Source: an optimization exercise on an open RTL-to-GDS flow (aim: small area, a short achievable clock period and few clock cycles per item). Production flows keep margins and buffers that such runs may drop.
RTL that was checked went through simulation tests only; none was proved equivalent to the original.
Only the layout flow was run in runs 4 to 6; the RTL was not checked for function there.
Power and IR drop assume default switching activity.

==> design.v <==
package rv_pkg;
	parameter int XLEN   = 32;
	parameter int REG_AW = 5;
	parameter logic [6:0] OP_R     = 7'b0110011;
	parameter logic [6:0] OP_IMM   = 7'b0010011;
	parameter logic [6:0] OP_LOAD  = 7'b0000011;
	parameter logic [6:0] OP_STORE = 7'b0100011;
	parameter logic [2:0] F3_ADD  = 3'b000;
	parameter logic [2:0] F3_SLL  = 3'b001;
	parameter logic [2:0] F3_SLT  = 3'b010;
	parameter logic [2:0] F3_SLTU = 3'b011;
	parameter logic [2:0] F3_XOR  = 3'b100;
	parameter logic [2:0] F3_SR   = 3'b101;
	parameter logic [2:0] F3_OR   = 3'b110;
	parameter logic [2:0] F3_AND  = 3'b111;
	typedef enum logic [3:0] {
		ALU_ADD  = 4'd0,
		ALU_SUB  = 4'd1,
		ALU_SLL  = 4'd2,
		ALU_SLT  = 4'd3,
		ALU_SLTU = 4'd4,
		ALU_XOR  = 4'd5,
		ALU_SRL  = 4'd6,
		ALU_SRA  = 4'd7,
		ALU_OR   = 4'd8,
		ALU_AND  = 4'd9
	} alu_op_e;
endpackage
`timescale 1ns/1ps
import rv_pkg::*;
module rv_alu (
	input  logic [2:0]      f3,
	input  logic            sub,      
	input  logic            alt,      
	input  logic [XLEN-1:0] a,
	input  logic [XLEN-1:0] b,
	output logic [XLEN-1:0] result
);
	logic [XLEN-1:0] bx;
	logic [XLEN-1:0] sum;
	logic            cout;
	logic            lt_s;
	logic            lt_u;
	logic            left;
	logic            fill;
	logic [XLEN-1:0] a_rev;
	logic [XLEN-1:0] sh_in;
	logic [XLEN-1:0] sh_out;
	logic [XLEN-1:0] sh_rev;
	assign bx  = b ^ {XLEN{sub}};
	assign {cout, sum} = {1'b0, a} + {1'b0, bx} + {{XLEN{1'b0}}, sub};
	assign lt_u = !cout;
	assign lt_s = (a[XLEN-1] ^ b[XLEN-1]) ? a[XLEN-1] : sum[XLEN-1];
	always_comb begin
		for (int i = 0; i < XLEN; i++)
			a_rev[i] = a[XLEN-1-i];
	end
	assign left   = !f3[2];
	assign fill   = alt && a[XLEN-1];
	assign sh_in  = left ? a_rev : a;
	assign sh_out = XLEN'($signed({fill, sh_in}) >>> b[4:0]);
	always_comb begin
		for (int i = 0; i < XLEN; i++)
			sh_rev[i] = sh_out[XLEN-1-i];
	end
	always_comb begin
		case (f3)
			F3_ADD:  result = sum;
			F3_SLL:  result = sh_rev;
			F3_SLT:  result = {{(XLEN-1){1'b0}}, lt_s};
			F3_SLTU: result = {{(XLEN-1){1'b0}}, lt_u};
			F3_XOR:  result = a ^ b;
			F3_SR:   result = sh_out;
			F3_OR:   result = a | b;
			default: result = a & b;
		endcase
	end
endmodule
`timescale 1ns/1ps
import rv_pkg::*;
module rv_fetch #(
	parameter int IMEM_AW = 12
) (
	input  logic               CLK,
	input  logic               RSTn,
	output logic [IMEM_AW-1:0] i_mem_addr,
	output logic [31:0]        num_inst
);
	logic [IMEM_AW-3:0] pc;
	logic               e_valid;
	logic               w_valid;
	always_ff @(posedge CLK) begin
		if (RSTn) begin
			pc       <= '0;
			e_valid  <= 1'b0;
			w_valid  <= 1'b0;
			num_inst <= '0;
		end else begin
			pc       <= pc + 1'b1;
			e_valid  <= 1'b1;
			w_valid  <= e_valid;
			num_inst <= num_inst + {31'd0, w_valid};
		end
	end
	assign i_mem_addr = {pc, 2'b00};
endmodule
`timescale 1ns/1ps
import rv_pkg::*;
module rv_decode (
	input  logic              CLK,
	input  logic              RSTn,
	input  logic [XLEN-1:0]   instr,
	input  logic [XLEN-1:0]   rf_rd1,
	input  logic [XLEN-1:0]   rf_rd2,
	output logic [REG_AW-1:0] rf_ra1,
	output logic [REG_AW-1:0] rf_ra2,
	input  logic [XLEN-1:0]   e_fwd,
	input  logic              w_we,
	input  logic [REG_AW-1:0] w_rd,
	input  logic [XLEN-1:0]   w_fwd,
	output logic [XLEN-1:0]   e_a,
	output logic [XLEN-1:0]   e_b,
	output logic [11:0]       e_imm,
	output logic [2:0]        e_f3,
	output logic              e_sub,
	output logic              e_alt,
	output logic              e_load,
	output logic              e_store,
	output logic              e_we,
	output logic [REG_AW-1:0] e_rd
);
	logic            is_alu;
	logic            is_r;
	logic            is_load;
	logic            is_store;
	logic [2:0]      f3;
	logic [REG_AW-1:0] rd;
	logic [XLEN-1:0] rs1_val;
	logic [XLEN-1:0] rs2_val;
	assign is_alu   = instr[4];
	assign is_r     = instr[4] && instr[5];
	assign is_load  = !instr[4] && !instr[5];
	assign is_store = !instr[4] && instr[5];
	assign f3       = instr[14:12];
	assign rd       = instr[11:7];
	assign rf_ra1   = instr[19:15];
	assign rf_ra2   = instr[24:20];
	always_comb begin
		if (e_we && e_rd == rf_ra1)
			rs1_val = e_fwd;
		else if (w_we && w_rd == rf_ra1)
			rs1_val = w_fwd;
		else
			rs1_val = rf_rd1;
		if (e_we && e_rd == rf_ra2)
			rs2_val = e_fwd;
		else if (w_we && w_rd == rf_ra2)
			rs2_val = w_fwd;
		else
			rs2_val = rf_rd2;
	end
	always_ff @(posedge CLK) begin
		if (RSTn) begin
			e_we    <= 1'b0;
			e_store <= 1'b0;
		end else begin
			e_we    <= (is_alu || is_load) && (rd != '0);
			e_store <= is_store;
		end
	end
	always_ff @(posedge CLK) begin
		e_a     <= rs1_val;
		e_b     <= (instr[5]) ? rs2_val : {{20{instr[31]}}, instr[31:20]};
		e_imm   <= {instr[31:25], is_store ? instr[11:7] : instr[24:20]};
		e_f3    <= f3;
		e_sub   <= (is_r && f3 == F3_ADD && instr[30]) || (f3 == F3_SLT) || (f3 == F3_SLTU);
		e_alt   <= instr[30];
		e_load  <= is_load;
		e_rd    <= rd;
	end
endmodule
`timescale 1ns/1ps
import rv_pkg::*;
module rv_execute #(
	parameter int DMEM_AW = 12
) (
	input  logic [XLEN-1:0]    e_a,
	input  logic [XLEN-1:0]    e_b,
	input  logic [11:0]        e_imm,
	input  logic [2:0]         e_f3,
	input  logic               e_sub,
	input  logic               e_alt,
	input  logic               e_load,
	input  logic               e_store,
	input  logic [XLEN-1:0]    d_mem_rdata,
	output logic [DMEM_AW-1:0] d_mem_addr,
	output logic [XLEN-1:0]    d_mem_wdata,
	output logic               d_mem_we,
	output logic [XLEN-1:0]    e_out
);
	logic [XLEN-1:0]    alu_y;
	logic [DMEM_AW+1:0] ea;
	rv_alu u_alu (
		.f3     (e_f3),
		.sub    (e_sub),
		.alt    (e_alt),
		.a      (e_a),
		.b      (e_b),
		.result (alu_y)
	);
	assign ea          = e_a[DMEM_AW+1:0] + {{(DMEM_AW-10){e_imm[11]}}, e_imm};
	assign d_mem_addr  = ea[DMEM_AW+1:2];
	assign d_mem_wdata = e_b;
	assign d_mem_we    = e_store;
	assign e_out = e_load ? d_mem_rdata : alu_y;
endmodule
`timescale 1ns/1ps
import rv_pkg::*;
module rv_mem_wb (
	input  logic              CLK,
	input  logic              RSTn,
	input  logic              e_we,
	input  logic [REG_AW-1:0] e_rd,
	input  logic [XLEN-1:0]   e_out,
	output logic              rf_we,
	output logic [REG_AW-1:0] rf_wa,
	output logic [XLEN-1:0]   rf_wd
);
	always_ff @(posedge CLK) begin
		if (RSTn)
			rf_we <= 1'b0;
		else
			rf_we <= e_we;
	end
	always_ff @(posedge CLK) begin
		rf_wa <= e_rd;
		rf_wd <= e_out;
	end
endmodule
`timescale 1ns/1ps
import rv_pkg::*;
module rv_core_top #(
	parameter int IMEM_AW = 12,
	parameter int DMEM_AW = 12
) (
	input  logic               CLK,
	input  logic               RSTn,
	output logic [IMEM_AW-1:0] i_mem_addr,
	input  logic [XLEN-1:0]    i_mem_rdata,
	output logic [REG_AW-1:0]  rf_ra1,
	output logic [REG_AW-1:0]  rf_ra2,
	input  logic [XLEN-1:0]    rf_rd1,
	input  logic [XLEN-1:0]    rf_rd2,
	output logic               rf_we,
	output logic [REG_AW-1:0]  rf_wa,
	output logic [XLEN-1:0]    rf_wd,
	output logic [DMEM_AW-1:0] d_mem_addr,
	output logic [XLEN-1:0]    d_mem_wdata,
	output logic               d_mem_we,
	input  logic [XLEN-1:0]    d_mem_rdata,
	output logic [31:0]        num_inst
);
	logic [XLEN-1:0]   e_a;
	logic [XLEN-1:0]   e_b;
	logic [11:0]       e_imm;
	logic [2:0]        e_f3;
	logic              e_sub;
	logic              e_alt;
	logic              e_load;
	logic              e_store;
	logic              e_we;
	logic [REG_AW-1:0] e_rd;
	logic [XLEN-1:0]   e_out;
	rv_fetch #(.IMEM_AW(IMEM_AW)) u_fetch (
		.CLK        (CLK),
		.RSTn       (RSTn),
		.i_mem_addr (i_mem_addr),
		.num_inst   (num_inst)
	);
	rv_decode u_decode (
		.CLK     (CLK),
		.RSTn    (RSTn),
		.instr   (i_mem_rdata),
		.rf_rd1  (rf_rd1),
		.rf_rd2  (rf_rd2),
		.rf_ra1  (rf_ra1),
		.rf_ra2  (rf_ra2),
		.e_fwd   (e_out),
		.w_we    (rf_we),
		.w_rd    (rf_wa),
		.w_fwd   (rf_wd),
		.e_a     (e_a),
		.e_b     (e_b),
		.e_imm   (e_imm),
		.e_f3    (e_f3),
		.e_sub   (e_sub),
		.e_alt   (e_alt),
		.e_load  (e_load),
		.e_store (e_store),
		.e_we    (e_we),
		.e_rd    (e_rd)
	);
	rv_execute #(.DMEM_AW(DMEM_AW)) u_execute (
		.e_a         (e_a),
		.e_b         (e_b),
		.e_imm       (e_imm),
		.e_f3        (e_f3),
		.e_sub       (e_sub),
		.e_alt       (e_alt),
		.e_load      (e_load),
		.e_store     (e_store),
		.d_mem_rdata (d_mem_rdata),
		.d_mem_addr  (d_mem_addr),
		.d_mem_wdata (d_mem_wdata),
		.d_mem_we    (d_mem_we),
		.e_out       (e_out)
	);
	rv_mem_wb u_mem_wb (
		.CLK   (CLK),
		.RSTn  (RSTn),
		.e_we  (e_we),
		.e_rd  (e_rd),
		.e_out (e_out),
		.rf_we (rf_we),
		.rf_wa (rf_wa),
		.rf_wd (rf_wd)
	);
endmodule
==> run.sh <==
#!/bin/bash
# synth_recipe.tcl (not shown) runs the flow's synth.tcl, then flattens the netlist and writes it again
# the make line also repeats each setting of config.mk as NAME=value (left out here)
make -C /OpenROAD-flow-scripts/flow DESIGN_CONFIG=/design/flow/config.mk WORK_HOME=/design/flow/orfs CLKGATE_MAP_FILE= SYNTH_SCRIPT=/design/flow/synth_recipe.tcl finish
==> config.mk <==
export PLATFORM = sky130hd
export DESIGN_NAME = rv_core_top
export DESIGN_NICKNAME = rv_core_top
export VERILOG_FILES = /design/flow/design.v
export SDC_FILE = /design/flow/constraint.sdc
export NUM_CORES = 4
export LEC_CHECK = 0
export CAP_MARGIN = 20
export CORE_MARGIN = 2
export CORE_UTILIZATION = 30
export SETUP_SLACK_MARGIN = 2
export SLEW_MARGIN = 20
==> constraint.sdc <==
create_clock -name core_clock -period 6.5 [get_ports {CLK}]
set_input_delay 1.3000 -clock core_clock [delete_from_list [all_inputs] [get_ports {CLK}]]
set_output_delay 1.3000 -clock core_clock [all_outputs]
set_load 0.01 [all_outputs]
==> results by group, run 1 <==
Placement
  – DP HPWL: 50.22 mm
  – Port bufs: 259
  – Placed cell count: 2,544
  – Routability Congestion: 1.011

Worst hold path
  – Worst min path class: reg2reg
  – Hold Startpoint: u_decode.e_rd[0]
  – Min-Delay Path Depth: 0
  – Hold path endpoint: u_mem_wb.rf_wa[0]

Clocking
  – Hold-fix buffers, CTS: 0
  – H-tree levels: 4
  – CTS root buf: clkbuf_16
  – Worst-Skew Late Latency: 0.46 ns
  – CTS Sinks: 170
  – Worst-path clk slew: 0.07 ns
  – CTS tree: built
  – CTS max path bufs: 2
  – CTS buffer count: 17

Global routing
  – M1 GR Usage: between 30% and 40%
  – Initial antenna violation count: 2
  – Grt met2 use: 41.37%
  – Largest net degree at the start of global routing: 58
  – Gr ovfl total: 0
  – Global route hottest layer: met2
  – Global-route wire length before repair: 94.90 mm
  – Vias in the first global route: 14,490
  – Grt met3 use: between 6 and 7%
  – Total track usage: 25.25%

Layout
  – Post-layout net count: 2,193
  – Fillers: 4,837
  – Most frequent cells in the layout: clkdlybuf4s50_1, dfxtp_1, nor2_1
  – Commonest non-fill, non-tap cell in the layout: clkdlybuf4s50_1
  – Layout cells sized above 1: just under 9%
  – Synth-to-layout area growth: 25.38%
  – Finished Layout Cells: 2,580
  – Number of diodes: 0

Yosys
  – Async set-reset flop share out of synthesis: 0%
  – Ys Warns: 4
  – Cells after Synth: 1,766
  – Post-synthesis sequential area ratio: 23.43%
  – Synth unique cells: 93
  – Synthesis-stage register bit count: 170
  – Post-Syn Area: 14,530 µm²
  – Post-synth top area cell: dfxtp_1
  – EDFF count, synth: 0
  – Average size of a mapped cell: 8.226 µm²
  – Top cells by area, synth: dfxtp_1, ha_1, xor2_1
  – Top FF cell, synth: dfxtp_1
  – Top-area cell type share of the netlist area: 23.43%

Routing
  – WL/cell: 25.03 µm
  – Antenna-violating nets left: 0
  – DRT iter0 DRCs: around 1,200
  – Vias: 14,828
  – Post-DR vias/cell: 5.747
  – WL final: 64.59 mm
  – 1st-pass router iterations: 5
  – DRC Markers: 0

Timing
  – Hold Violations, Final: 0
  – FMAX: approximately 230 MHz
  – # setup viols final: 0
  – Post-route minimum period: 4.298 ns
  – Relative slew slack: 27.53%
  – Max-slew violation count: 0
  – Worst-Margin Slew: 1.087 ns
  – Period utilization: 66.12%
  – Setup TNS: 0 ns
  – Clk_skew: roughly 0.023 ns
  – RSZ-0062 raised after global routing: no

Worst setup path
  – Slowest CP cell: o311ai_1
  – Worst path bufs/invs: 1
  – Crit-path max cell delay: 0.67 ns
  – Worst r2r dst: u_decode.e_b[28]
  – Worst Path Arrival: about 4.7 ns
  – Top delay family on crit path: compound AO/OA/AOI/OAI gates
  – R2R cell count: 11
  – RR Startpoint: u_decode.e_sub
  – Worst setup SP type: register
  – Worst-path cell chain: buf_4 -> xor2_1 -> ha_1 -> nand3_1 -> or2_2 -> a311oi_2 -> o21ai_0 -> o22a_1 -> o311ai_1 -> nand2_1 -> o211ai_1
  – CP Data Required Time: roughly 6.9 ns
  – Max FO, Critical Path: 17
  – Worst setup path category: reg2reg
  – R2R Setup Slk: 2.20 ns
  – Critical Path Sink Type: register

Floorplan
  – Area of the core: roughly 48,000 µm²
  – FP Rows: 80
  – Initial Util: 30.42%
  – Io pins: 267
  – Die ar.: 50,200 µm²
  – Die span in x: 224.1 µm
  – Chip Height: 224.1 µm

Pwr
  – Leakage: 7.327 nW
  – PD cells: 214.6 nW/µm²
  – Maximum vdd drop: 0.0001872 V
  – PnR Total Power: slightly below 4 mW

Outcome
  – Outcome: no timing/DRC/antenna violations

Flow run
  – # Max-Cap Violations: 0
==> area by class of cell <==
class,count,area [µm²],area share [%]
clock buffers,20,446.7,2.452
clock inverters,12,187.7,1.030
inverters,108,405.4,2.226
multi-input cells,1363,10120,55.56
flip-flops and latches,170,3425,18.80
well taps,615,769.5,4.225
repair buffers,292,2860,15.70
==> flip-flops by register name, summed over array words and instances, names as in the netlist, 3 cells and up <==
| name | flops |
|---|---|
| u_decode.e_imm | 12 |
| u_mem_wb.rf_wd | 32 |
| u_decode.e_b | 32 |
| u_decode.e_f3 | 3 |
| u_decode.e_rd | 5 |
| u_mem_wb.rf_wa | 5 |
| u_decode.e_a | 32 |
| u_fetch.num_inst | 32 |
| u_fetch.pc | 10 |
==> power by group <==
group	internal (mW)	switching (mW)	total (mW)
sequential	1.12	0.138	1.26
clock	0.660	0.455	1.11
combinational	0.654	0.881	1.53
==> layer usage <==
layer / wire (µm) / share of wire (%) / vias to the layer above
met5: 27 / 0.042 / -
met3: 5417 / 8.4 / 125
met4: 2109 / 3.3 / 4
li1: - / - / 6782
met2: 29640 / 46 / 698
met1: 27390 / 42 / 7219
==> worst max-delay path by stage <==
stage,start,to,cells after the start
6_report,u_decode.e_sub,u_decode.e_b[28],11
5_1_grt,u_decode.e_sub,u_decode.e_b[28],11
4_1_cts,u_decode.e_a[1],d_mem_addr[10],10
3_5_place_dp,u_decode.e_a[1],d_mem_addr[11],11
3_3_place_gp,u_decode.e_a[1],d_mem_addr[11],11
2_1_floorplan,u_decode.e_b[2],u_decode.e_b[27],14
==> cell usage after synthesis, drive strengths merged (10+ instances only) <==
library cell,n
dfxtp,170
nor2,152
a21oi,134
nand2,118
ha,110
inv,107
o21ai,98
xor2,85
clkbuf,71
mux2i,71
buf,54
nand3,42
mux4,39
a21o,36
a211oi,35
nor2b,35
mux2,34
nor3,32
xnor2,31
o221ai,28
or3,24
o211ai,23
nand2b,22
nand4,20
a31oi,19
and3,14
o21a,14
a221oi,13
o31ai,12
and2,11
nor4,10
o22ai,10
==> kinds of logic (layout without fill, tap and decap cells) <==
kind of cell,Yosys count,after routing,share of synthesized area [%]
and+or+nand+nor,504,504,16.71
AOI/OAI and AO/OA,486,486,22.21
buffers and inverters,234,432,7.209
DFF,170,170,23.43
muxes,144,144,13.81
xor gates and xnor gates,116,116,6.994
adders and majority gates,111,111,9.612
other,1,2,0.02582
==> repair_timing <==
| item | CTS | global route |
|---|---|---|
| pin swaps | 1 | 0 |
| setup endpoints to repair | 7 | 6 |
| resized for setup | 13 | 7 |
| buffers inserted | 0 | 3 |
| gates cloned | 0 | 0 |
==> metrics by stage <==
| stage | hold slack (ns) | utilization, % | instance area (µm²) | setup slack (ns) |
|---|---|---|---|---|
| 4_1_cts | 0.4025 | 38.02 | 18150 | 2.032 |
| 6_report | 0.4013 | 38.15 | 18210 | 2.202 |
| 3_3_place_gp | 0.3915 | 36.63 | 17490 | 1.930 |
| 5_1_grt | 0.4079 | 38.15 | 18210 | 2.074 |
| 2_1_floorplan | 0.3732 | - | 14530 | 2.720 |
| 3_5_place_dp | 0.3903 | 36.63 | 17490 | 1.866 |
Testbench counts, summed over its fixed seeds: cycles 4,816, instructions 4,800.
==> run 2, diff against run 1 <==
--- a/config.mk
+++ b/config.mk
@@ -9,4 +9,4 @@
 export CORE_MARGIN = 2
 export CORE_UTILIZATION = 30
-export SETUP_SLACK_MARGIN = 2
+export SETUP_SLACK_MARGIN = 3
 export SLEW_MARGIN = 20
==> results by group, run 2 <==
Yosys
  – Most frequent cell after synthesis: dfxtp_1
  – Cells after Synth: around 1,800
  – Ys Warns: 4
  – Average size of a mapped cell: between 8 and 9 µm²
  – Top FF cell, synth: dfxtp_1
  – EDFF count, synth: 0
  – Post-synth top area cell: dfxtp_1
  – Async set-reset flop share out of synthesis: 0%
  – Top-area cell type share of the netlist area: 23.43%
  – Top cells by count, synth: dfxtp_1, nor2_1, a21oi_1
  – Post-Syn Area: 14,530 µm²
  – Synth unique cells: 93
  – Synthesis-stage register bit count: 170
  – Top cells by area, synth: dfxtp_1, ha_1, xor2_1
  – Post-synthesis sequential area ratio: 23.43%

Clocking
  – CTS Sinks: between 150 and 200
  – CTS max path bufs: 2
  – H-tree levels: 4
  – Worst-Skew Late Latency: between 0.4 and 0.5 ns
  – CTS buffer count: 17
  – CTS root buf: clkbuf_16
  – Worst-path clk slew: roughly 0.070 ns
  – CTS tree: built

Timing
  – Clk_skew: about 0.012 ns
  – Hold Violations, Final: 0
  – RSZ-0062 raised after global routing: yes
  – Setup TNS: 0 ns
  – Worst-Margin Slew: 1.024 ns
  – Post-route minimum period: 4.001 ns
  – Hold Slack: 0.3987 ns
  – Relative slew slack: 31.51%
  – FMAX: 249.9 MHz
  – Max-slew violation count: 0
  – Period utilization: between 60% and 70%
  – # setup viols final: 0

Worst setup path
  – Crit-path max cell delay: 0.50 ns
  – Max FO, Critical Path: 9
  – Worst-path cell chain: ha_1 -> or2_2 -> a21oi_1 -> o31ai_2 -> o21a_1 -> o21a_1 -> nor2_1 -> xnor2_1 -> buf_2
  – Critical Path Sink Type: output pin
  – Top delay family on crit path: compound AO/OA/AOI/OAI gates
  – R2R cell count: 10
  – Worst setup path category: reg2out
  – Most used cell, CP: o21a_1
  – Slowest CP cell: dfxtp_2
  – Worst path bufs/invs: 1
  – Worst Path Arrival: 2.70 ns
  – CP Data Required Time: 5.20 ns
  – Worst setup SP type: register
  – Crit. path cell count: 9

Placement
  – Port bufs: 259
  – Routability Congestion: 0.9908
  – DP HPWL: 49.89 mm

Layout
  – Post-layout net count: roughly 2,200
  – Commonest non-fill, non-tap cell in the layout: clkdlybuf4s50_1
  – Synth-to-layout area growth: 29.20%
  – Number of diodes: 0
  – Most frequent cells in the layout: clkdlybuf4s50_1, dfxtp_1, nor2_1
  – Layout cells sized above 1: 13.60%

Routing
  – WL final: approximately 65 mm
  – Vias: 14,892
  – Antenna-violating nets left: 0
  – DRT iter0 DRCs: 1,422
  – Post-DR vias/cell: 5.728
  – WL/cell: about 25 µm
  – 1st-pass router iterations: 5
  – DRC Markers: 0

Floorplan
  – Die span in x: 224.1 µm
  – Initial Util: 30.42%
  – Io pins: 267
  – Area of the core: 47,750 µm²
  – Die ar.: 50,200 µm²
  – Chip Height: 224.1 µm
  – FP Rows: 80

Worst hold path
  – Min-Delay Path Depth: 0
  – Worst min path class: reg2reg

Global routing
  – Global-route wire length before repair: ~96 mm
  – Total track usage: 25.47%
  – Gr ovfl total: 0
  – Initial antenna violation count: 3
  – Largest net degree at the start of global routing: 53
  – Vias in the first global route: 14,709

Pwr
  – PnR Total Power: 3.887 mW
  – PD cells: 207.1 nW/µm²
  – Leakage: 7.533 nW
  – Maximum vdd drop: 0.0002029 V

Outcome
  – Outcome: no timing/DRC/antenna violations

Flow run
  – # Max-Cap Violations: 0
[run 2: cell counts after synthesis]
No cell type changed its count.
[run 2: per-layer routing]
| metal | vias to the layer above | track usage (%) | part of all wire (%) |
|---|---|---|---|
| li1 | 6824 | - | - |
| met1 | 7249 | 32.67 | 42 |
| met2 | 702 | 42.16 | 47 |
| met3 | 113 | 6.204 | 8.6 |
| met4 | 4 | 7.699 | 2.9 |
| met5 | - | 0 | 0.041 |
[run 2: worst paths after layout]
kind         slack [ns]           endpoint             start
min reg2reg        0.40  u_mem_wb.rf_wa[2]  u_decode.e_rd[2]
max                2.50     d_mem_addr[11]   u_decode.e_a[6]
max reg2reg        3.04   u_decode.e_a[17]   u_decode.e_b[1]
min                0.40  u_mem_wb.rf_wa[2]  u_decode.e_rd[2]
[run 2: where the power goes]
part / total [mW] / switching (mW) / internal (mW) / leakage [nW]
clock network: 1.01 / 0.464 / 0.544 / 0.276
registers: 1.25 / 0.131 / 1.12 / 1.42
logic: 1.63 / 0.929 / 0.697 / 5.84
total: 3.89 / 1.52 / 2.36 / 7.53
[run 2: final cells by class]
class	instances	area, µm²
clock buffer	18	439.2
clock inverter	14	135.1
fill	4793	28980
inverter	108	410.4
multi-input combinational	1363	10520
sequential	170	3442
tap	615	769.5
timing repair buffer	312	3048
[run 2: repair_timing]
action / 4_1_cts / 5_1_grt
endpoints found under the setup margin: 117 / 53
resized for setup: 136 / 44
gates cloned: 0 / 0
setup buffers: 17 / 9
pin swaps: 18 / 9
hold buffers: 0 / 0
[run 2: cell families (layout without fill, tap and decap cells)]
group | count (synthesis) | in the layout | share of synthesized area (%)
multiplexers | 144 | 144 | 13.81
buffers and inverters | 234 | 452 | 7.209
adder cells (fa/ha/maj) | 111 | 111 | 9.612
AND/OR/NAND/NOR | 504 | 504 | 16.71
XOR/XNOR | 116 | 116 | 6.994
AO/OA/AOI/OAI | 486 | 486 | 22.21
flip-flops | 170 | 170 | 23.43
other | 1 | 2 | 0.02582
[run 2: through the flow]
step	instance area (µm²)	utilization [%]	worst slack (ns)	std cells
final	18770	39.31	2.499	2600
after floorplan	14550	-	3.006	1767
after global placement	17490	36.64	2.130	2542
after CTS	18550	38.85	2.496	2591
after detailed placement	17490	36.64	2.103	2542
after global routing	18770	39.31	2.344	2600
==> run 3, diff against run 2 <==
--- a/config.mk
+++ b/config.mk
@@ -9,4 +9,3 @@
 export CORE_MARGIN = 2
 export CORE_UTILIZATION = 30
-export SETUP_SLACK_MARGIN = 3
 export SLEW_MARGIN = 20
==> results by group, run 3 <==
Placement
  – Area after DPL: between 15,000 and 20,000 µm²
  – Routability Congestion: 1.011
  – DP HPWL: about 50 mm
  – Port bufs: 259

Layout
  – Design area: 18,140 µm²
  – Most frequent cells in the layout: clkdlybuf4s50_1, dfxtp_1, nor2_1
  – Multi-input gate area: about 10,000 µm²
  – Number of diodes: 0
  – Commonest non-fill, non-tap cell in the layout: clkdlybuf4s50_1
  – Layout cells sized above 1: a little over 8%
  – Synth-to-layout area growth: 24.87%
  – Post-layout net count: 2,190
  – Sequential cell area: 3412 µm²
  – Fillers: about 4,800
  – Post-layout util: 37.99%

Global routing
  – Largest net degree at the start of global routing: 58
  – Gr ovfl total: 0
  – Global-route wire length before repair: 94.84 mm
  – Total track usage: 25.24%
  – Vias in the first global route: 14,477
  – Initial antenna violation count: 2

Routing
  – WL/cell: 25.07 µm
  – Post-DR vias/cell: approximately 5.8
  – 1st-pass router iterations: 5
  – WL final: about 65 mm
  – DRC Markers: 0
  – Antenna-violating nets left: 0
  – Vias: 14,830
  – DRT iter0 DRCs: 1,159

Clocking
  – Hold-fix buffers, CTS: 0
  – CTS max path bufs: 2
  – Setup bufs post-CTS: 0
  – CTS root buf: clkbuf_16
  – Worst-path clk slew: around 0.070 ns
  – Worst-Skew Late Latency: between 0.4 and 0.5 ns
  – CTS buffer count: 17
  – Resized Gates After CTS: 0
  – H-tree levels: 4
  – CTS Sinks: 170
  – CTS tree: built

Worst setup path
  – Top delay family on crit path: compound AO/OA/AOI/OAI gates
  – Worst Path Arrival: 3.82 ns
  – Crit-path max cell delay: roughly 0.68 ns
  – Most used cell, CP: o21a_1
  – Crit. path cell count: 11
  – Slowest CP cell: dfxtp_1
  – Worst setup path category: reg2out
  – Worst setup SP type: register
  – Worst path bufs/invs: 1
  – Max FO, Critical Path: 11
  – Worst setup path start: u_decode.e_a[1]
  – CP Data Required Time: 5.20 ns
  – R2R Setup Slk: 1.88 ns
  – Worst r2r dst: u_decode.e_b[28]
  – Critical Path Sink Type: output pin
  – Worst-path cell chain: ha_1 -> a31o_2 -> a21oi_1 -> o21ai_0 -> nor4_1 -> o31ai_1 -> o21a_1 -> o21a_1 -> nor2_1 -> xnor2_1 -> clkdlybuf4s50_1
  – RR Startpoint: u_decode.e_sub
  – R2R cell count: 11
  – CP endpoint: d_mem_addr[11]

Yosys
  – EDFF count, synth: 0
  – Top cells by area, synth: dfxtp_1, ha_1, xor2_1
  – Top-area cell type share of the netlist area: 23.43%
  – Async set-reset flop share out of synthesis: 0%
  – Post-Syn Area: between 10,000 and 15,000 µm²
  – Synthesis-stage register bit count: 170
  – Ys Warns: 4
  – Average size of a mapped cell: 8.226 µm²
  – Most frequent cell after synthesis: dfxtp_1
  – Synth unique cells: 93
  – Top FF cell, synth: dfxtp_1
  – Top cells by count, synth: dfxtp_1, nor2_1, a21oi_1
  – Post-synthesis sequential area ratio: a little under a quarter
  – Post-synth top area cell: dfxtp_1
  – Cells after Synth: 1,766

Pwr
  – Leakage: 7.291 nW
  – PD cells: 215.1 nW/µm²
  – Maximum vdd drop: 0.0001871 V

Floorplan
  – Io pins: 267
  – Die span in x: 224.1 µm
  – Initial Util: a little under a third
  – Area of the core: between 40,000 and 50,000 µm²
  – FP Rows: 80
  – Chip Height: 224.1 µm
  – Die ar.: 50,200 µm²

Timing
  – Worst-Margin Slew: 1.091 ns
  – RSZ-0062 raised after global routing: no
  – Hold Violations, Final: 0
  – Relative slew slack: 26.60%
  – Period utilization: roughly four fifths
  – FMAX: 195.3 MHz
  – Max-slew violation count: 0
  – # setup viols final: 0
  – Post-route minimum period: 5.121 ns
  – Clk_skew: 0.02236 ns
  – Setup TNS: 0 ns

Worst hold path
  – Worst min path class: reg2reg

Outcome
  – Outcome: no timing/DRC/antenna violations

Flow run
  – # Max-Cap Violations: 0
## run 3: cell count changes in the layout (fill, tap and decap cells not counted), sizes merged
cell / change
buf: -32
clkdlybuf4s50: +26
clkbuf: +1
clkdlybuf4s15: -4
clkinv: -1
bufinv: +3
inv: -1
dlygate4sd2: -10
clkinvlp: -3
dlymetal6s2s: -2
## run 3: metal layers
metal  vias to the layer above  track usage [%]  routed length [µm]
li1                       6781                -                   -
met1                      7257            32.48               27600
met2                       675            41.33               29820
met5                         -                0                  27
met4                         4            8.366                2025
met3                       113            6.099                5131
## run 3: cells by family (layout without fill, tap and decap cells)
logic type	after synthesis	in the layout	share of synthesized area, %
simple gates	504	504	16.71
compound gates	486	486	22.21
fa+ha+maj	111	111	9.612
xor+xnor	116	116	6.994
mux	144	144	13.81
other cells	1	2	0.02582
buf+inv	234	429	7.209
flops	170	170	23.43
## run 3: area by class of cell
type,instances,share of cell area (%)
multi-input combinational,1363,55.64
sequential,170,18.81
timing repair buffer,289,15.58
tap,615,4.242
clock buffer,20,2.463
inverter,108,2.235
clock inverter,12,1.035
## run 3: how the worst min path moves through the flow
stage	start	endpoint	slack (ns)	depth (start not counted)
final	u_decode.e_rd[0]	u_mem_wb.rf_wa[0]	0.40	0
after global routing	u_decode.e_rd[0]	u_mem_wb.rf_wa[0]	0.41	0
after CTS	u_decode.e_rd[0]	u_mem_wb.rf_wa[0]	0.40	0
after detailed placement	u_decode.e_rd[0]	u_mem_wb.rf_wa[0]	0.39	0
after global placement	u_decode.e_rd[0]	u_mem_wb.rf_wa[0]	0.39	0
after floorplan	u_decode.e_rd[1]	u_mem_wb.rf_wa[1]	0.37	0
## run 3: stage by stage
stage / hold slack [ns] / setup WS [ns] / std cells / power (mW)
2_1_floorplan: 0.3732 / 2.720 / 1767 / 2.135
3_3_place_gp: 0.3915 / 1.930 / 2544 / 2.766
3_5_place_dp: 0.3903 / 1.866 / 2544 / 2.771
4_1_cts: 0.4025 / 1.365 / 2576 / 3.891
5_1_grt: 0.4079 / 1.146 / 2577 / 4.074
6_report: 0.4018 / 1.379 / 2577 / 3.902
## run 3: power by group
group          leakage, nW  switching (mW)  total, mW  internal, mW
combinational         5.57           0.873       1.53         0.653
clock                0.307           0.453       1.11         0.660
sequential            1.42           0.142       1.26          1.12
==> run 4, diff against run 3 <==
--- a/design.v
+++ b/design.v
@@ -90,4 +90,16 @@
 	logic               e_valid;
 	logic               w_valid;
+	logic [31:0] inc;
+	logic [3:0]  blk;
+	always_comb begin
+		blk[0] = w_valid;
+		for (int k = 1; k < 4; k++)
+			blk[k] = blk[k-1] && (&num_inst[8*k-8 +: 8]);
+		for (int k = 0; k < 4; k++) begin
+			inc[8*k] = blk[k];
+			for (int i = 1; i < 8; i++)
+				inc[8*k+i] = inc[8*k+i-1] && num_inst[8*k+i-1];
+		end
+	end
 	always_ff @(posedge CLK) begin
 		if (RSTn) begin
@@ -100,5 +112,5 @@
 			e_valid  <= 1'b1;
 			w_valid  <= e_valid;
-			num_inst <= num_inst + {31'd0, w_valid};
+			num_inst <= num_inst ^ inc;
 		end
 	end
@@ -120,4 +132,5 @@
 	input  logic [XLEN-1:0]   w_fwd,
 	output logic [XLEN-1:0]   e_a,
+	output logic [13:0]       e_base,
 	output logic [XLEN-1:0]   e_b,
 	output logic [11:0]       e_imm,
@@ -171,4 +184,5 @@
 	always_ff @(posedge CLK) begin
 		e_a     <= rs1_val;
+		e_base  <= rs1_val[13:0] & {14{!instr[4]}};
 		e_b     <= (instr[5]) ? rs2_val : {{20{instr[31]}}, instr[31:20]};
 		e_imm   <= {instr[31:25], is_store ? instr[11:7] : instr[24:20]};
@@ -186,4 +200,5 @@
 ) (
 	input  logic [XLEN-1:0]    e_a,
+	input  logic [DMEM_AW+1:0] e_base,
 	input  logic [XLEN-1:0]    e_b,
 	input  logic [11:0]        e_imm,
@@ -200,5 +215,10 @@
 );
 	logic [XLEN-1:0]    alu_y;
-	logic [DMEM_AW+1:0] ea;
+	localparam int AW = DMEM_AW + 2;
+	logic [AW-1:0] ea;
+	logic [AW-1:0] off;
+	logic [AW-1:0] g;
+	logic [AW-1:0] p;
+	logic [AW-1:0] cg;
 	rv_alu u_alu (
 		.f3     (e_f3),
@@ -209,5 +229,23 @@
 		.result (alu_y)
 	);
-	assign ea          = e_a[DMEM_AW+1:0] + {{(DMEM_AW-10){e_imm[11]}}, e_imm};
+	assign off = {{(DMEM_AW-10){e_imm[11]}}, e_imm};
+	always_comb begin
+		logic [AW-1:0] pp;
+		g  = e_base & off;
+		p  = e_base ^ off;
+		cg = g;
+		pp = p;
+		for (int l = 0; (1 << l) < AW; l++) begin
+			for (int i = AW - 1; i >= 0; i--) begin
+				if ((i >> l) & 1) begin
+					cg[i] = cg[i] | (pp[i] & cg[((i >> l) << l) - 1]);
+					pp[i] = pp[i] & pp[((i >> l) << l) - 1];
+				end
+			end
+		end
+		ea[0] = p[0];
+		for (int i = 1; i < AW; i++)
+			ea[i] = p[i] ^ cg[i-1];
+	end
 	assign d_mem_addr  = ea[DMEM_AW+1:2];
 	assign d_mem_wdata = e_b;
@@ -262,4 +300,5 @@
 );
 	logic [XLEN-1:0]   e_a;
+	logic [13:0]       e_base;
 	logic [XLEN-1:0]   e_b;
 	logic [11:0]       e_imm;
@@ -291,4 +330,5 @@
 		.w_fwd   (rf_wd),
 		.e_a     (e_a),
+		.e_base  (e_base),
 		.e_b     (e_b),
 		.e_imm   (e_imm),
@@ -303,4 +343,5 @@
 	rv_execute #(.DMEM_AW(DMEM_AW)) u_execute (
 		.e_a         (e_a),
+		.e_base      (e_base),
 		.e_b         (e_b),
 		.e_imm       (e_imm),
--- a/config.mk
+++ b/config.mk
@@ -9,3 +9,4 @@
 export CORE_MARGIN = 2
 export CORE_UTILIZATION = 30
+export SETUP_SLACK_MARGIN = 3
 export SLEW_MARGIN = 20
==> results by group, run 4 <==
Pwr
  – Part of the power in registers: between 30% and 40%
  – PnR Total Power: 4.223 mW
  – Maximum vdd drop: 0.0001926 V
  – Sw Pwr: 1.699 mW
  – PD cells: 206.2 nW/µm²
  – Comb pwr share: 42.6%
  – Sw Share: around two fifths
  – Clock network power share: 24.5%
  – Int Power: between 2 and 3 mW
  – Leakage: 8.414 nW

Worst setup path
  – CP endpoint: d_mem_addr[6]
  – Crit-path max cell delay: around 0.54 ns
  – R2R Setup Slk: roughly 3 ns
  – Crit. path cell count: 10
  – Worst setup SP type: register
  – Critical Path Sink Type: output pin
  – Worst setup path start: u_decode.e_base[1]
  – Worst path bufs/invs: 4
  – Worst setup path category: reg2out
  – Slowest CP cell: fa_2
  – Worst Path Arrival: 2.65 ns
  – Top delay family on crit path: adder cells
  – R2R cell count: 7
  – RR Startpoint: u_decode.e_a[26]
  – Worst r2r dst: u_decode.e_a[24]
  – Max FO, Critical Path: 3
  – CP Data Required Time: approximately 5.2 ns
  – Worst-path cell chain: ha_4 -> a31o_4 -> a21oi_4 -> o211ai_1 -> nand2_1 -> buf_4 -> buf_6 -> fa_2 -> inv_1 -> buf_2

Timing
  – Clk_skew: around 0.015 ns
  – Period utilization: 60.83%
  – Relative slew slack: 36.44%
  – # setup viols final: 0
  – RSZ-0062 raised after global routing: yes
  – Post-route minimum period: 3.954 ns
  – Hold Violations, Final: 0
  – Max-slew violation count: 0
  – Worst-Margin Slew: roughly 0.95 ns
  – Setup TNS: 0 ns
  – FMAX: 252.9 MHz

Floorplan
  – Io pins: about 270
  – FP Rows: 84
  – Initial Util: a little under a third
  – Chip Height: between 200 and 250 µm
  – Die ar.: 54,480 µm²
  – Area of the core: 52,340 µm²
  – Die span in x: 233.4 µm

Layout
  – Fillers: 5,385
  – Commonest non-fill, non-tap cell in the layout: clkdlybuf4s50_1
  – Most frequent cells in the layout: clkdlybuf4s50_1, dfxtp_1, nor2_1
  – Synth-to-layout area growth: 29.71%
  – Layout cells sized above 1: 17.07%
  – Post-layout net count: approximately 2,400

Placement
  – DP HPWL: 58.50 mm
  – Port bufs: 259
  – Routability Congestion: 1.010

Global routing
  – M1 GR Usage: a little under two fifths
  – Gr ovfl total: 0
  – Grt met2 use: between 40% and 50%
  – Vias in the first global route: about 16,000
  – Initial antenna violation count: 2
  – Largest net degree at the start of global routing: 60
  – Grt met3 use: 7.544%
  – Total track usage: 28.10%
  – Global-route wire length before repair: between 100 and 150 mm
  – Global route hottest layer: met2

Clocking
  – Hold-fix buffers, CTS: 0
  – CTS root buf: clkbuf_16
  – H-tree levels: 4
  – CTS buffer count: 17
  – CTS tree: built
  – CTS max path bufs: 2
  – Worst-path clk slew: 0.07 ns
  – Worst-Skew Late Latency: 0.46 ns
  – CTS Sinks: 184

Yosys
  – Average size of a mapped cell: 8.377 µm²
  – Post-synthesis sequential area ratio: 23.33%
  – Top cells by area, synth: dfxtp_1, ha_1, mux4_2
  – Top FF cell, synth: dfxtp_1
  – Post-Syn Area: between 15,000 and 20,000 µm²
  – Cells after Synth: 1,885
  – Post-synth top area cell: dfxtp_1
  – Ys Warns: 5
  – Async set-reset flop share out of synthesis: 0%
  – EDFF count, synth: 0
  – Synthesis-stage register bit count: 184
  – Top cells by count, synth: dfxtp_1, nor2_1, a21oi_1
  – Synth unique cells: 79
  – Most frequent cell after synthesis: dfxtp_1
  – Top-area cell type share of the netlist area: 23.33%

Routing
  – Vias: 16,625
  – 1st-pass router iterations: 6
  – DRC Markers: 0
  – Antenna-violating nets left: 0
  – WL/cell: about 28 µm
  – DRT iter0 DRCs: 2,100
  – WL final: 78.44 mm
  – Post-DR vias/cell: 5.927

Flow run
  – # Max-Cap Violations: 0

Outcome
  – Outcome: no timing/DRC/antenna violations

Worst hold path
  – Worst min path class: reg2reg
==> run 4: worst min-delay path by stage <==
stage	depth (start not counted)	slack, ns	endpoint	from
2_1_floorplan	0	0.37	u_mem_wb.rf_wa[0]	u_decode.e_rd[0]
3_3_place_gp	0	0.38	u_mem_wb.rf_wa[2]	u_decode.e_rd[2]
4_1_cts	0	0.39	u_mem_wb.rf_wa[2]	u_decode.e_rd[2]
6_report	0	0.39	u_mem_wb.rf_wa[3]	u_decode.e_rd[3]
5_1_grt	0	0.40	u_mem_wb.rf_wa[3]	u_decode.e_rd[3]
3_5_place_dp	0	0.38	u_mem_wb.rf_wa[2]	u_decode.e_rd[2]
==> run 4: cell type report <==
| type | count | area, µm² | area share (%) |
|---|---|---|---|
| clock inverter | 13 | 132.6 | 0.6475 |
| timing repair buffer | 334 | 3267 | 15.95 |
| antenna | 2 | 5.005 | 0.02443 |
| sequential | 184 | 3732 | 18.22 |
| inverter | 115 | 437.9 | 2.138 |
| tap | 688 | 860.8 | 4.203 |
| clock buffer | 19 | 442.9 | 2.162 |
| multi-input combinational | 1450 | 11600 | 56.65 |
==> run 4: kinds of logic after synthesis <==
logic type | share of synthesized area, %
fa+ha+maj | 11.28
xor+xnor | 4.826
buf+inv | 6.981
simple gates | 15.30
other cells | 0.02375
flops | 23.33
mux | 16.55
compound gates | 21.70
==> run 4: routing by layer <==
layer  vias up  share of wire, %
li1       7288                 -
met1      8226                42
met2       930                44
met3       181                10
met4         0               3.6
met5         -                 0
==> run 4: timing repair <==
item | in CTS | in global routing
gates cloned | 0 | 1
pin swaps | 17 | 26
endpoints found under the setup margin | 131 | 85
resized for setup | 139 | 106
setup buffers | 23 | 18
==> run 4: per-stage QoR <==
stage	instance area [µm²]	utilization, %	hold WS, ns	setup slack [ns]	cells
after global routing	20480	39.12	0.3970	2.441	2803
after floorplan	15810	-	0.3732	3.013	1886
after detailed placement	18850	36.02	0.3794	1.969	2729
after CTS	19930	38.08	0.3923	2.511	2784
after global placement	18850	36.02	0.3847	2.047	2729
final	20480	39.13	0.3935	2.546	2805
==> run 4: power groups by stage <==
stage | Sequential (mW) | Combinational (mW) | Clock, mW
2_1_floorplan | 1.33 | 0.958 | 0
3_3_place_gp | 1.42 | 1.57 | 0
3_5_place_dp | 1.42 | 1.58 | 0
4_1_cts | 1.38 | 1.67 | 1.05
5_1_grt | 1.39 | 1.90 | 1.10
6_report | 1.39 | 1.80 | 1.03
==> run 5, diff against run 4 <==
--- a/config.mk
+++ b/config.mk
@@ -9,4 +9,4 @@
 export CORE_MARGIN = 2
 export CORE_UTILIZATION = 30
-export SETUP_SLACK_MARGIN = 3
+export SETUP_SLACK_MARGIN = 4
 export SLEW_MARGIN = 20
==> results by group, run 5 <==
Clocking
  – Worst-path clk slew: 0.08 ns
  – CTS root buf: clkbuf_16
  – CTS tree: built
  – CTS max path bufs: 2
  – CTS Sinks: about 180
  – Hold-fix buffers, CTS: 0
  – H-tree levels: 4
  – CTS buffer count: 17
  – Worst-Skew Late Latency: ~0.47 ns

Placement
  – Port bufs: about 260
  – DP HPWL: 57.01 mm
  – Area after DPL: between 15,000 and 20,000 µm²
  – Routability Congestion: 1.040
  – Placed cell count: 2,729

Pwr
  – Leakage: 10.37 nW
  – PD cells: 196.8 nW/µm²
  – PnR Total Power: 4.889 mW
  – Maximum vdd drop: 0.0002727 V

Routing
  – DRT iter0 DRCs: between 2,000 and 2,500
  – DRC Markers: 0
  – Post-DR vias/cell: 6.022
  – Vias: 18,048
  – WL final: 85.81 mm
  – Antenna-violating nets left: 0
  – WL/cell: 28.63 µm
  – 1st-pass router iterations: 6

Global routing
  – Global-route wire length before repair: between 100 and 150 mm
  – Vias in the first global route: 17,657
  – Total track usage: 30.20%
  – Gr ovfl total: 0
  – Largest net degree at the start of global routing: 77
  – Initial antenna violation count: 3

Floorplan
  – Io pins: 267
  – Initial Util: 30.17%
  – FP Rows: 84
  – Chip Height: 233.4 µm
  – Die span in x: around 230 µm
  – Area of the core: 52,340 µm²
  – Die ar.: between 50,000 and 60,000 µm²

Worst setup path
  – Worst setup SP type: register
  – RR Startpoint: u_decode.e_sub
  – CP endpoint: d_mem_addr[11]
  – Critical Path Sink Type: output pin
  – Max FO, Critical Path: 3
  – R2R cell count: 14
  – Worst setup path start: u_decode.e_imm[1]
  – R2R Setup Slk: around 3.0 ns
  – CP Data Required Time: 5.20 ns
  – Worst r2r dst: u_decode.e_b[31]
  – Worst Path Arrival: approximately 2.7 ns
  – Worst setup path category: reg2out

Yosys
  – Most frequent cell after synthesis: dfxtp_1
  – Synthesis-stage register bit count: 184
  – Mux contribution to synthesized area: between 15 and 20%
  – Top FF cell, synth: dfxtp_1
  – Synth unique cells: 79
  – Post-Synth Simple-Gate Area: 15.30%
  – Post-Syn Area: 15,790 µm²
  – Post-synth top area cell: dfxtp_1
  – Post-synthesis sequential area ratio: a little under a quarter
  – Largest family of logic cells by synthesized area: compound AO/OA/AOI/OAI gates
  – Ys Warns: 5
  – Top cells by area, synth: dfxtp_1, ha_1, mux4_2
  – Average size of a mapped cell: 8.377 µm²
  – Compound-gate portion of the synthesized area: between 20% and 30%
  – Adder-cell share of the synthesized area: 11.28%
  – Cells after Synth: 1,885
  – EDFF count, synth: 0
  – Synth Area in XOR/XNOR: 4.826%
  – Async set-reset flop share out of synthesis: 0%
  – Top cells by count, synth: dfxtp_1, nor2_1, a21oi_1
  – Top-area cell type share of the netlist area: 23.33%

Timing
  – # setup viols final: 0
  – Relative slew slack: 28.45%
  – Max-slew violation count: 0
  – Clk_skew: 0.01294 ns
  – Post-route minimum period: approximately 4.0 ns
  – RSZ-0062 raised after global routing: yes
  – Period utilization: 60.97%
  – Setup TNS: 0 ns
  – Hold Violations, Final: 0
  – FMAX: about 250 MHz
  – Worst-Margin Slew: 1.073 ns

Layout
  – Finished Layout Cells: 2,997
  – Layout cells sized above 1: 38.06%
  – Commonest non-fill, non-tap cell in the layout: buf_4
  – Synth-to-layout area growth: 57.34%
  – Most frequent cells in the layout: buf_4, nor2_1, a21oi_1
  – Design area: 24,840 µm²
  – Post-layout net count: 2,564

Worst hold path
  – Worst min path class: reg2reg

Outcome
  – Outcome: no timing/DRC/antenna violations

Flow run
  – # Max-Cap Violations: 0
==> run 5: worst min-delay path by stage <==
| stage | start | endpoint | slack, ns | depth (start not counted) |
|---|---|---|---|---|
| final | u_decode.e_rd[3] | u_mem_wb.rf_wa[3] | 0.39 | 0 |
| after global routing | u_decode.e_rd[4] | u_mem_wb.rf_wa[4] | 0.39 | 0 |
| after CTS | u_decode.e_rd[3] | u_mem_wb.rf_wa[3] | 0.39 | 0 |
| after detailed placement | u_decode.e_rd[4] | u_mem_wb.rf_wa[4] | 0.39 | 0 |
| after global placement | u_decode.e_rd[4] | u_mem_wb.rf_wa[4] | 0.39 | 0 |
| after floorplan | u_decode.e_rd[0] | u_mem_wb.rf_wa[0] | 0.37 | 0 |
==> run 5: per-stage QoR <==
stage	utilization [%]	setup WS [ns]	hold WS [ns]
detailed placement	36.37	1.956	0.3857
finish	47.47	2.537	0.3856
floorplan	-	3.275	0.3732
CTS	44.58	2.494	0.3906
global route	47.46	2.444	0.3921
global placement	36.35	2.014	0.3883
==> run 5: critical path, cell delays in order (launching register included) <==
cell and delay [ns]:
dfxtp_2 0.34, ha_4 0.23, a31o_4 0.24, a21oi_4 0.14
o211ai_1 0.13, nand2_1 0.14, o21ai_2 0.07, o21a_2 0.27
o21a_1 0.21, nor2_2 0.12, xnor2_1 0.14, buf_4 0.17
==> run 5: layout make-up <==
type / instances / area (µm²)
sequential: 184 / 3851
inverter: 115 / 451.7
timing repair buffer: 521 / 5448
antenna: 2 / 5.005
clock inverter: 15 / 158.9
tap: 688 / 860.8
fill: 4863 / 27500
clock buffer: 17 / 425.4
multi-input combinational: 1455 / 13640
==> run 5: per-layer routing <==
metal  GRT usage, %  up-vias  part of all wire, %
met2          47.15     1203                   45
met3          8.252      291                   11
met1          38.08     8865                   39
met4          15.31        4                  5.4
li1               -     7685                    -
met5              0        -                 0.13
==> run 5: kinds of logic after synthesis <==
family                   count (synthesis)
AND/OR/NAND/NOR                        505
buffers and inverters                  252
XOR/XNOR                                87
multiplexers                           195
other                                    1
AO/OA/AOI/OAI                          521
adder cells (fa/ha/maj)                140
flip-flops                             184
==> run 5: repair_timing <==
item / CTS / global route
buffers inserted: 153 / 60
gates resized for setup: 834 / 216
gates cloned: 19 / 2
pin swaps: 141 / 96
setup endpoints to repair: 261 / 168
==> run 5: power breakdown <==
group	internal [mW]	leakage (nW)	switching [mW]	total [mW]
clock network	0.513	0.287	0.535	1.05
registers	1.22	1.55	0.160	1.38
logic	1.13	8.53	1.34	2.46
==> run 6, diff against run 5 <==
--- a/design.v
+++ b/design.v
@@ -42,11 +42,19 @@
 	logic            lt_s;
 	logic            lt_u;
-	logic            left;
 	logic            fill;
 	logic [XLEN-1:0] a_rev;
 	logic [XLEN-1:0] sh_in;
-	logic [XLEN-1:0] sh_out;
-	logic [XLEN-1:0] sh_rev;
-	assign bx  = b ^ {XLEN{sub}};
+	logic [XLEN-1:0] shr;
+	logic [XLEN-1:0] shl;
+	logic [XLEN-1:0] lg;
+	logic            t1;
+	logic            t3;
+	logic            s_add;
+	logic            s_sll;
+	logic            s_slt;
+	logic            s_sltu;
+	logic            s_sr;
+	logic            s_lg;
+	assign bx = b ^ {XLEN{sub}};
 	assign {cout, sum} = {1'b0, a} + {1'b0, bx} + {{XLEN{1'b0}}, sub};
 	assign lt_u = !cout;
@@ -56,24 +64,25 @@
 			a_rev[i] = a[XLEN-1-i];
 	end
-	assign left   = !f3[2];
-	assign fill   = alt && a[XLEN-1];
-	assign sh_in  = left ? a_rev : a;
-	assign sh_out = XLEN'($signed({fill, sh_in}) >>> b[4:0]);
+	assign fill  = alt && a[XLEN-1];
+	assign sh_in = f3[2] ? a : a_rev;
+	assign shr   = XLEN'($signed({fill, sh_in}) >>> b[4:0]);
 	always_comb begin
 		for (int i = 0; i < XLEN; i++)
-			sh_rev[i] = sh_out[XLEN-1-i];
+			shl[i] = shr[XLEN-1-i];
 	end
+	assign t1 = !(f3[1] && f3[0]);
+	assign t3 = f3[1];
 	always_comb begin
-		case (f3)
-			F3_ADD:  result = sum;
-			F3_SLL:  result = sh_rev;
-			F3_SLT:  result = {{(XLEN-1){1'b0}}, lt_s};
-			F3_SLTU: result = {{(XLEN-1){1'b0}}, lt_u};
-			F3_XOR:  result = a ^ b;
-			F3_SR:   result = sh_out;
-			F3_OR:   result = a | b;
-			default: result = a & b;
-		endcase
+		for (int i = 0; i < XLEN; i++)
+			lg[i] = a[i] ? (b[i] ? t3 : t1) : (b[i] ? t1 : 1'b0);
 	end
+	assign s_add  = (f3 == F3_ADD);
+	assign s_sll  = (f3 == F3_SLL);
+	assign s_slt  = (f3 == F3_SLT);
+	assign s_sltu = (f3 == F3_SLTU);
+	assign s_sr   = (f3 == F3_SR);
+	assign s_lg   = f3[2] && (f3[1] || !f3[0]);
+	assign result = ({XLEN{s_add}} & sum) | ({XLEN{s_sll}} & shl) | ({XLEN{s_sr}} & shr)
+		| ({XLEN{s_lg}} & lg) | {{(XLEN-1){1'b0}}, (s_slt && lt_s) || (s_sltu && lt_u)};
 endmodule
 `timescale 1ns/1ps
--- a/config.mk
+++ b/config.mk
@@ -6,7 +6,8 @@
 export NUM_CORES = 4
 export LEC_CHECK = 0
+export ABC_AREA = 1
 export CAP_MARGIN = 20
 export CORE_MARGIN = 2
 export CORE_UTILIZATION = 30
-export SETUP_SLACK_MARGIN = 4
+export SETUP_SLACK_MARGIN = 3
 export SLEW_MARGIN = 20
==> results by group, run 6 <==
Floorplan
  – Die span in x: about 220 µm
  – Die ar.: about 47,000 µm²
  – Io pins: 267
  – Area of the core: 45,190 µm²
  – FP Rows: 78
  – Chip Height: 217.4 µm
  – Initial Util: 30.23%

Timing
  – Relative slew slack: between 30% and 40%
  – PnR worst setup slack: about 2.7 ns
  – FMAX: 260.4 MHz
  – Worst-Margin Slew: 0.9884 ns
  – # setup viols final: 0
  – Hold Slack: 0.3564 ns
  – Max-slew violation count: 0
  – Clk_skew: 0.01755 ns
  – Setup TNS: 0 ns
  – Hold Violations, Final: 0
  – RSZ-0062 raised after global routing: yes
  – Period utilization: 59.08%
  – Post-route minimum period: roughly 3.8 ns

Routing
  – Routed wl met2: 28.37 mm
  – Antenna-violating nets left: 0
  – DRT iter0 DRCs: 1,564
  – 1st-pass router iterations: 5
  – Vias: 15,565
  – Wire length on met1: between 20 and 30 mm
  – Max layer used: met5
  – WL final: 62.12 mm
  – DRC Markers: 0
  – Post-DR vias/cell: 5.273
  – WL/cell: 21.04 µm
  – Wire length on met3: roughly 5.4 mm

Yosys
  – Top-area cell type share of the netlist area: 26.97%
  – Synth unique cells: 47
  – Post-synth top area cell: dfxtp_1
  – Top FF cell, synth: dfxtp_1
  – Synthesis-stage register bit count: about 180
  – Top cells by count, synth: nand2_1, nand3_1, inv_1
  – Ys Warns: 5
  – Async set-reset flop share out of synthesis: 0%
  – EDFF count, synth: 0
  – Top cells by area, synth: dfxtp_1, nand2_1, nand3_1
  – Average size of a mapped cell: approximately 6.4 µm²
  – Post-synthesis sequential area ratio: a little over a quarter
  – Post-Syn Area: 13,660 µm²
  – Most frequent cell after synthesis: nand2_1
  – Cells after Synth: around 2,100

Placement
  – Port bufs: about 260
  – Area after DPL: 16,620 µm²
  – Placement Setup Slack: 2.316 ns
  – DP HPWL: 48.91 mm
  – Routability Congestion: ~1.0

Worst setup path
  – Worst Path Arrival: 2.54 ns
  – Slowest CP cell: fa_2
  – Critical Path Sink Type: output pin
  – CP Data Required Time: 5.20 ns
  – Worst-path cell chain: ha_4 -> a31o_4 -> nand3_2 -> nand2_2 -> nand3_2 -> nand2_2 -> a21o_1 -> a21o_1 -> inv_1 -> fa_2 -> inv_1 -> buf_2
  – Worst setup SP type: register
  – Max FO, Critical Path: 2
  – Crit-path max cell delay: between 0.4 and 0.5 ns
  – Worst setup path category: reg2out

Clocking
  – CTS Sinks: 184
  – CTS root buf: clkbuf_16
  – Hold-fix buffers, CTS: 0
  – CTS buffer count: 17
  – CTS tree: built
  – CTS max path bufs: 2
  – H-tree levels: 4
  – Worst-Skew Late Latency: 0.46 ns
  – Worst-path clk slew: 0.08 ns

Global routing
  – Initial antenna violation count: 2
  – Global-route wire length before repair: 91.10 mm
  – Gr ovfl total: 0
  – Vias in the first global route: 14,511
  – Largest net degree at the start of global routing: 65
  – Total track usage: 25.64%

Pwr
  – Maximum vdd drop: 0.0001497 V
  – PD cells: about 220 nW/µm²
  – Leakage: 7.945 nW
  – PnR Total Power: 3.732 mW

Worst hold path
  – Worst min path class: reg2reg

Layout
  – Commonest non-fill, non-tap cell in the layout: nand2_1
  – Layout cells sized above 1: ~6.7%
  – Design area: 17,350 µm²
  – Number of diodes: 0
  – Synth-to-layout area growth: 26.99%
  – Most frequent cells in the layout: nand2_1, nand3_1, clkdlybuf4s50_1
  – Post-layout net count: 2,553

Flow run
  – # Max-Cap Violations: 0

Outcome
  – Outcome: no timing/DRC/antenna violations
==> run 6: worst max-delay path, delay by kind of cell, from the launching register on <==
kind	cells	cell delay [ns]
adder cells (fa/ha/maj)	2	0.65
buffers and inverters	3	0.25
flip-flops	1	0.33
AO/OA/AOI/OAI	3	0.60
AND/OR/NAND/NOR	4	0.26
==> run 6: cells by family (layout without fill, tap and decap cells) <==
kind of cell | after synthesis | in the layout | synth area share [%]
mux | 2 | 2 | 0.1649
compound gates | 355 | 355 | 14.39
simple gates | 1125 | 1126 | 36.18
flops | 184 | 184 | 26.97
buf+inv | 326 | 530 | 9.792
other cells | 1 | 2 | 0.02745
xor+xnor | 54 | 54 | 3.462
fa+ha+maj | 99 | 99 | 9.013
==> run 6: layout make-up <==
| cell class | count | area (µm²) |
|---|---|---|
| multi-input cells | 1638 | 8753 |
| clock inverters | 15 | 160.2 |
| clock buffers | 17 | 425.4 |
| inverters | 211 | 800.8 |
| flip-flops and latches | 184 | 3691 |
| fillers | 4813 | 27840 |
| well taps | 600 | 750.7 |
| repair buffers | 287 | 2764 |
==> run 6: metrics by stage <==
step                      utilization [%]  std cells
after CTS                           38.11       2946
final                               38.39       2952
after floorplan                         -       2147
after detailed placement            36.79       2911
after global routing                38.39       2952
after global placement              36.79       2911
==> run 6: report_power, final <==
group	total, mW	internal, mW	switching [mW]
sequential	1.35	1.21	0.138
clock	1.04	0.512	0.529
combinational	1.34	0.515	0.825
==> run 6: path summary, 6_finish.rpt <==
path              cells after the start           endpoint  slack (ns)              start
setup / recovery                     12      d_mem_addr[6]        2.66  u_decode.e_imm[1]
hold reg to reg                       0  u_mem_wb.rf_wa[3]        0.36   u_decode.e_rd[3]
hold / removal                        0  u_mem_wb.rf_wa[3]        0.36   u_decode.e_rd[3]
setup reg to reg                     15   u_decode.e_b[11]        3.26    u_decode.e_b[2]
==> run 6: repair_timing <==
| item | CTS | global route |
|---|---|---|
| resized for setup | 68 | 20 |
| setup endpoints to repair | 45 | 44 |
| gates cloned | 0 | 1 |
| pin swaps | 4 | 5 |
| setup buffers | 3 | 5 |
==> run 6: routing by layer <==
layer,vias to the layer above,track usage (%)
li1,7527,-
met1,7324,34.11
met2,652,41.55
met3,60,5.982
met4,2,6.758
met5,-,0

-- static timing again, ports no longer ideal --
Ports are ideal in the flow. The routed layouts listed here were re-timed in OpenROAD. Step 1, drivers: a clkbuf_16 drives CLK and a buf_2 each remaining input, both assumed. Step 2 moves the port delays by t, midway between the first and last clock arrival at a register: inputs arrive t later, outputs are due t later. That takes back most of the time a late clock gives input paths. Three values: ideal, step 1, step 2; two values: the first two.
run	t (ns)	setup WS [ns]	slew at the worst register clock pin (ns)	worst data-port slew with drivers (ns)
run 1	0.492	2.202 / 2.202 / 1.981	0.07 / 0.07	0.07
run 2	0.499	2.499 / 2.449 / 2.735	0.07 / 0.07	0.07
run 3	0.493	1.379 / 1.330 / 1.823	0.07 / 0.07	0.07
run 4	0.499	2.546 / 2.495 / 2.670	0.08 / 0.08	0.10
run 5	0.516	2.537 / 2.482 / 2.964	0.08 / 0.08	0.09
run 6	0.502	2.660 / 2.608 / 2.758	0.08 / 0.08	0.13
After both steps setup and hold are still met in every run listed. The setup slack of run 1, which loses most, moves by 0.000 ns with the drivers and by -0.221 ns with both steps.
